This design comes from an exercise in tuning for small area and a short achievable clock period on the open sky130 flow, not from production work.
Power figures rest on the tool's default switching activity, not on a simulated workload.

== rev 12 ==
==> module pipe_trace_buffer, before the edit <==
module pipe_trace_buffer #(
    parameter int NUM_CH    = 4,
    parameter int CH_W      = 32,
    parameter int PC_W      = 32,
    parameter int DEPTH     = 16,
    parameter int POST_TRIG = 4,
    parameter int TS_W      = 16
) (
    input  logic                       clk,
    input  logic                       rst_n,
    input  logic                       sample_en,
    input  logic [PC_W-1:0]            pc_in,
    input  logic [NUM_CH*CH_W-1:0]     ch_in,
    input  logic                       arm,
    input  logic                       trig_en,
    input  logic [PC_W-1:0]            trig_pc,
    output logic [1:0]                 state,
    output logic                       wrapped,
    output logic [$clog2(DEPTH+1)-1:0] count,
    output logic                       rd_valid,
    input  logic                       rd_ready,
    output logic [PC_W-1:0]            rd_pc,
    output logic [NUM_CH*CH_W-1:0]     rd_data
);
    localparam int CNT_W   = $clog2(DEPTH+1);
    localparam int DATA_W  = NUM_CH*CH_W;
    localparam int ENTRY_W = PC_W + DATA_W;
    localparam int NSEL    = DEPTH - POST_TRIG;
    localparam int SEL_LO  = POST_TRIG - 1;
    localparam int POST_W  = (POST_TRIG > 1) ? $clog2(POST_TRIG) : 1;
    if ((DEPTH < 2) || ((DEPTH & (DEPTH - 1)) != 0) || (TS_W < 1)
        || (POST_TRIG < 1) || (POST_TRIG > DEPTH - 1)) begin : g_bad_params
        $error("pipe_trace_buffer: invalid DEPTH/POST_TRIG/TS_W");
    end
    pipe_trace_pkg::pipe_trace_state_e  state_q, state_d;
    logic [CNT_W-1:0]   count_q, count_d;
    logic               wrapped_q, wrapped_d;
    logic [POST_W-1:0]  post_q, post_d;
    logic               rd_valid_q, rd_valid_d;
    logic [NSEL-1:0]    sel_q, sel_d, sel_same, sel_inc;
    logic               done_q;
    logic               last_w;
    logic               writing;
    logic               shift;
    logic               trig_hit;
    logic [ENTRY_W-1:0] rdata;
    assign done_q   = (state_q == pipe_trace_pkg::ST_DONE);
    assign writing  = sample_en && ((state_q == pipe_trace_pkg::ST_ARMED)
                                 || (state_q == pipe_trace_pkg::ST_TRIGGERED));
    assign trig_hit = trig_en && (pc_in == trig_pc);
    assign shift    = (rd_valid_q && rd_ready) || (!done_q && sample_en);
    always_comb begin
        if (state_q != pipe_trace_pkg::ST_TRIGGERED) begin
            post_d = POST_W'(POST_TRIG - 1);
        end else if (sample_en) begin
            post_d = post_q - POST_W'(1);
        end else begin
            post_d = post_q;
        end
    end
    always_comb begin
        state_d    = state_q;
        count_d    = count_q;
        wrapped_d  = wrapped_q;
        rd_valid_d = rd_valid_q;
        if (arm) begin
            state_d    = pipe_trace_pkg::ST_ARMED;
            count_d    = '0;
            wrapped_d  = 1'b0;
            rd_valid_d = 1'b0;
        end else begin
            if (writing) begin
                if (count_q == CNT_W'(DEPTH)) begin
                    wrapped_d = 1'b1;
                end else begin
                    count_d = count_q + CNT_W'(1);
                end
            end
            unique case (state_q)
                pipe_trace_pkg::ST_IDLE: ;
                pipe_trace_pkg::ST_ARMED: begin
                    if (sample_en && trig_hit) begin
                        state_d = pipe_trace_pkg::ST_TRIGGERED;
                    end
                end
                pipe_trace_pkg::ST_TRIGGERED: begin
                    if (sample_en && (post_q == '0)) begin
                        state_d    = pipe_trace_pkg::ST_DONE;
                        rd_valid_d = 1'b1;
                    end
                end
                pipe_trace_pkg::ST_DONE: begin
                    if (rd_valid_q && rd_ready) begin
                        count_d    = count_q - CNT_W'(1);
                        rd_valid_d = (count_q != CNT_W'(1));
                    end
                end
                default: ;
            endcase
        end
    end
    always_comb begin
        for (int k = 0; k < NSEL; k++) begin
            if (k == NSEL - 1) begin
                sel_same[k] = (count_q >= CNT_W'(DEPTH - 1));
                sel_inc[k]  = (count_q >= CNT_W'(DEPTH - 2));
            end else begin
                sel_same[k] = (count_q == CNT_W'(SEL_LO + 1 + k));
                sel_inc[k]  = (count_q == CNT_W'(SEL_LO + k));
            end
        end
        if (arm) begin
            sel_d = '0;
        end else if (writing) begin
            sel_d = sel_inc;
        end else begin
            sel_d = sel_same;
        end
    end
    always_ff @(posedge clk or negedge rst_n) begin
        if (!rst_n) begin
            state_q    <= pipe_trace_pkg::ST_IDLE;
            count_q    <= '0;
            wrapped_q  <= 1'b0;
            post_q     <= '0;
            rd_valid_q <= 1'b0;
        end else begin
            state_q    <= state_d;
            count_q    <= count_d;
            wrapped_q  <= wrapped_d;
            post_q     <= post_d;
            rd_valid_q <= rd_valid_d;
        end
    end
    assign last_w = (state_q == pipe_trace_pkg::ST_TRIGGERED) && (post_q == '0) && sample_en;
    always_ff @(posedge clk) begin
        if (!done_q && !last_w) begin
            sel_q <= sel_d;
        end
    end
    localparam int NGRP = (NSEL + 2) / 3;
    logic [DEPTH-1:0][ENTRY_W-1:0] rows_q;
    logic [ENTRY_W-1:0]            out_q, out_d;
    logic [3*NGRP-1:0]             gsel;
    logic [NGRP-1:0][ENTRY_W-1:0]  grp_n;
    assign gsel = (3*NGRP)'(sel_q);
    for (genvar g = 0; g < NGRP; g++) begin : g_grp
        trace_ram #(
            .W (ENTRY_W)
        ) u_grp (
            .sel_i (gsel[3*g +: 3]),
            .d0_i  (rows_q[SEL_LO + 3*g]),
            .d1_i  ((3*g + 1 < NSEL) ? rows_q[SEL_LO + 3*g + 1] : '0),
            .d2_i  ((3*g + 2 < NSEL) ? rows_q[SEL_LO + 3*g + 2] : '0),
            .y_n_o (grp_n[g])
        );
    end
    always_comb begin
        out_d = {ENTRY_W{~shift}} & out_q;
        for (int g = 0; g < NGRP; g++) begin
            out_d = out_d | ({ENTRY_W{shift}} & ~grp_n[g]);
        end
    end
    always_ff @(posedge clk) begin
        if (shift) begin
            rows_q <= {rows_q[DEPTH-2:0], pc_in, ch_in};
        end
    end
    always_ff @(posedge clk) begin
        out_q <= out_d;
    end
    assign rdata = out_q;
    assign state    = state_q;
    assign wrapped  = wrapped_q;
    assign count    = count_q;
    assign rd_valid = rd_valid_q;
    assign rd_pc    = rdata[DATA_W +: PC_W];
    assign rd_data  = rdata[DATA_W-1:0];
endmodule
==> flow/config.mk <==
export PLATFORM = sky130hd
export DESIGN_NAME = pipe_trace_buffer
export DESIGN_NICKNAME = pipe_trace_buffer
export VERILOG_FILES = /design/flow/design.v
export SDC_FILE = /design/flow/constraint.sdc
export NUM_CORES = 4
export LEC_CHECK = 0
export CAP_MARGIN = 20
export CORE_MARGIN = 2
export CORE_UTILIZATION = 55
export CTS_CLUSTER_DIAMETER = 100
export CTS_CLUSTER_SIZE = 30
export SETUP_SLACK_MARGIN = 2.35
export SLEW_MARGIN = 20
export SYNTH_HIERARCHICAL = 1
==> flow/constraint.sdc <==
create_clock -name core_clock -period 4.6 [get_ports {clk}]
set_input_delay 0.9200 -clock core_clock [delete_from_list [all_inputs] [get_ports {clk}]]
set_output_delay 0.9200 -clock core_clock [all_outputs]
set_load 0.01 [all_outputs]
standard.sh (not shown) runs the stock make flow with config.mk's settings and CLKGATE_MAP_FILE= SYNTH_SCRIPT=/design/flow/synth_recipe.tcl, a recipe that flattens the netlist after the stock synthesis.
==> flow/flow/run.sh <==
#!/bin/bash
# Layout flow: the standard ORFS flow (standard.sh, unchanged synthesis,
# floorplan, power grid, placement, CTS and routing), except that the
# buffers buffer_ports puts on every input and output port are plain
# sky130_fd_sc_hd__buf_2 cells instead of the cell it picks by default (a
# clock delay buffer). Timing repair resizes them afterwards as usual.
# make's full output goes to standard_sh.log; each ORFS step keeps its own
# log under orfs/logs/.
set -euo pipefail
cd "$(dirname "$0")/.."
export BUFFER_PORTS_ARGS="-buffer_cell sky130_fd_sc_hd__buf_2"
bash standard.sh finish > standard_sh.log 2>&1
## Diff of input files: rev 13 against rev 12
diff --git a/flow/design.v b/flow/design.v
--- a/flow/design.v
+++ b/flow/design.v
@@ -61,18 +61,22 @@
     logic               wrapped_q, wrapped_d;
     logic [POST_W-1:0]  post_q, post_d;
     logic               rd_valid_q, rd_valid_d;
     logic [NSEL-1:0]    sel_q, sel_d, sel_same, sel_inc;
     logic               done_q;
+    logic               nd_q, nd_d;      
+    logic               at_q, at_d;      
     logic               last_w;
     logic               writing;
     logic               shift;
     logic               trig_hit;
     logic [ENTRY_W-1:0] rdata;
-    assign done_q   = (state_q == pipe_trace_pkg::ST_DONE);
-    assign writing  = sample_en && ((state_q == pipe_trace_pkg::ST_ARMED)
-                                 || (state_q == pipe_trace_pkg::ST_TRIGGERED));
+    assign done_q   = !nd_q;
+    assign writing  = sample_en && at_q;
+    assign nd_d     = (state_d != pipe_trace_pkg::ST_DONE);
+    assign at_d     = (state_d == pipe_trace_pkg::ST_ARMED)
+                   || (state_d == pipe_trace_pkg::ST_TRIGGERED);
     assign trig_hit = trig_en && (pc_in == trig_pc);
     assign shift    = (rd_valid_q && rd_ready) || (!done_q && sample_en);
     always_comb begin
         if (state_q != pipe_trace_pkg::ST_TRIGGERED) begin
             post_d = POST_W'(POST_TRIG - 1);
@@ -146,16 +150,20 @@
             state_q    <= pipe_trace_pkg::ST_IDLE;
             count_q    <= '0;
             wrapped_q  <= 1'b0;
             post_q     <= '0;
             rd_valid_q <= 1'b0;
+            nd_q       <= 1'b1;
+            at_q       <= 1'b0;
         end else begin
             state_q    <= state_d;
             count_q    <= count_d;
             wrapped_q  <= wrapped_d;
             post_q     <= post_d;
             rd_valid_q <= rd_valid_d;
+            nd_q       <= nd_d;
+            at_q       <= at_d;
         end
     end
     assign last_w = (state_q == pipe_trace_pkg::ST_TRIGGERED) && (post_q == '0) && sample_en;
     always_ff @(posedge clk) begin
         if (!done_q && !last_w) begin
--- outcome ---
Per the comparison of rev 13 with rev 12, critical path depth down 6, minimum setup slack in the final design went down 41 ps, minimum setup slack among reg-to-reg paths went up 90 ps, total leakage power now sits higher, highest attainable clock frequency fell about 1.8%. Taking rev 12 as the reference point, the number of multi-input combinational cells in the layout of rev 13 falls by 13%. Rev 13: design internal power about 30% below rev 12. On sum of routed wire length over all layers, rev 12 beats rev 13. Of the two values seen for critical path launch point, state_q[1] was produced by rev 12 and wrapped_q by rev 13. Utilization: rev 13 vs rev 12, no meaningful difference. Per the comparison of rev 13 with rev 12, minimum setup slack after placement increased 170 ps; non-clock buffer count increased about 7%; power decreased about 40%. A routing layer with the top usage in global route of met2 is what rev 12 shows, while met1 belongs to rev 13.
No run of this note included a check of the RTL's function; only the layout flow was run.

what the ideal ports hide:
The results above use ideal ports. As a check the final layouts listed here were re-extracted and re-timed, cells and wires unchanged.
Step 1 assumes that a clkbuf_16 drives the clock port and a buf_2 every other input.
Step 2 times the ports against the registers' clock, not the clock port: input delays grow and output delays shrink by t, the midpoint of the rising clock arrivals with the driver on.
a / b / c = no drivers / after step 1 / after step 2; a / b = the first two.
run | shift t [ns] | slack for setup (ns) | hold slack, ns | worst setup path after step 2 | pins driven straight from the clock port
rev 12 | 0.813 | 2.317 / 2.268 / 1.727 | 0.338 / 0.277 / 0.401 | input to register | 1
rev 13 | 0.818 | 2.276 / 2.199 / 1.551 | 0.053 / -0.002 / 0.417 | input to register | 1
After both steps every run listed still meets setup and hold. For rev 13, which loses most, drivers alone change the setup slack by -0.077 ns; drivers and shift together by -0.725 ns.
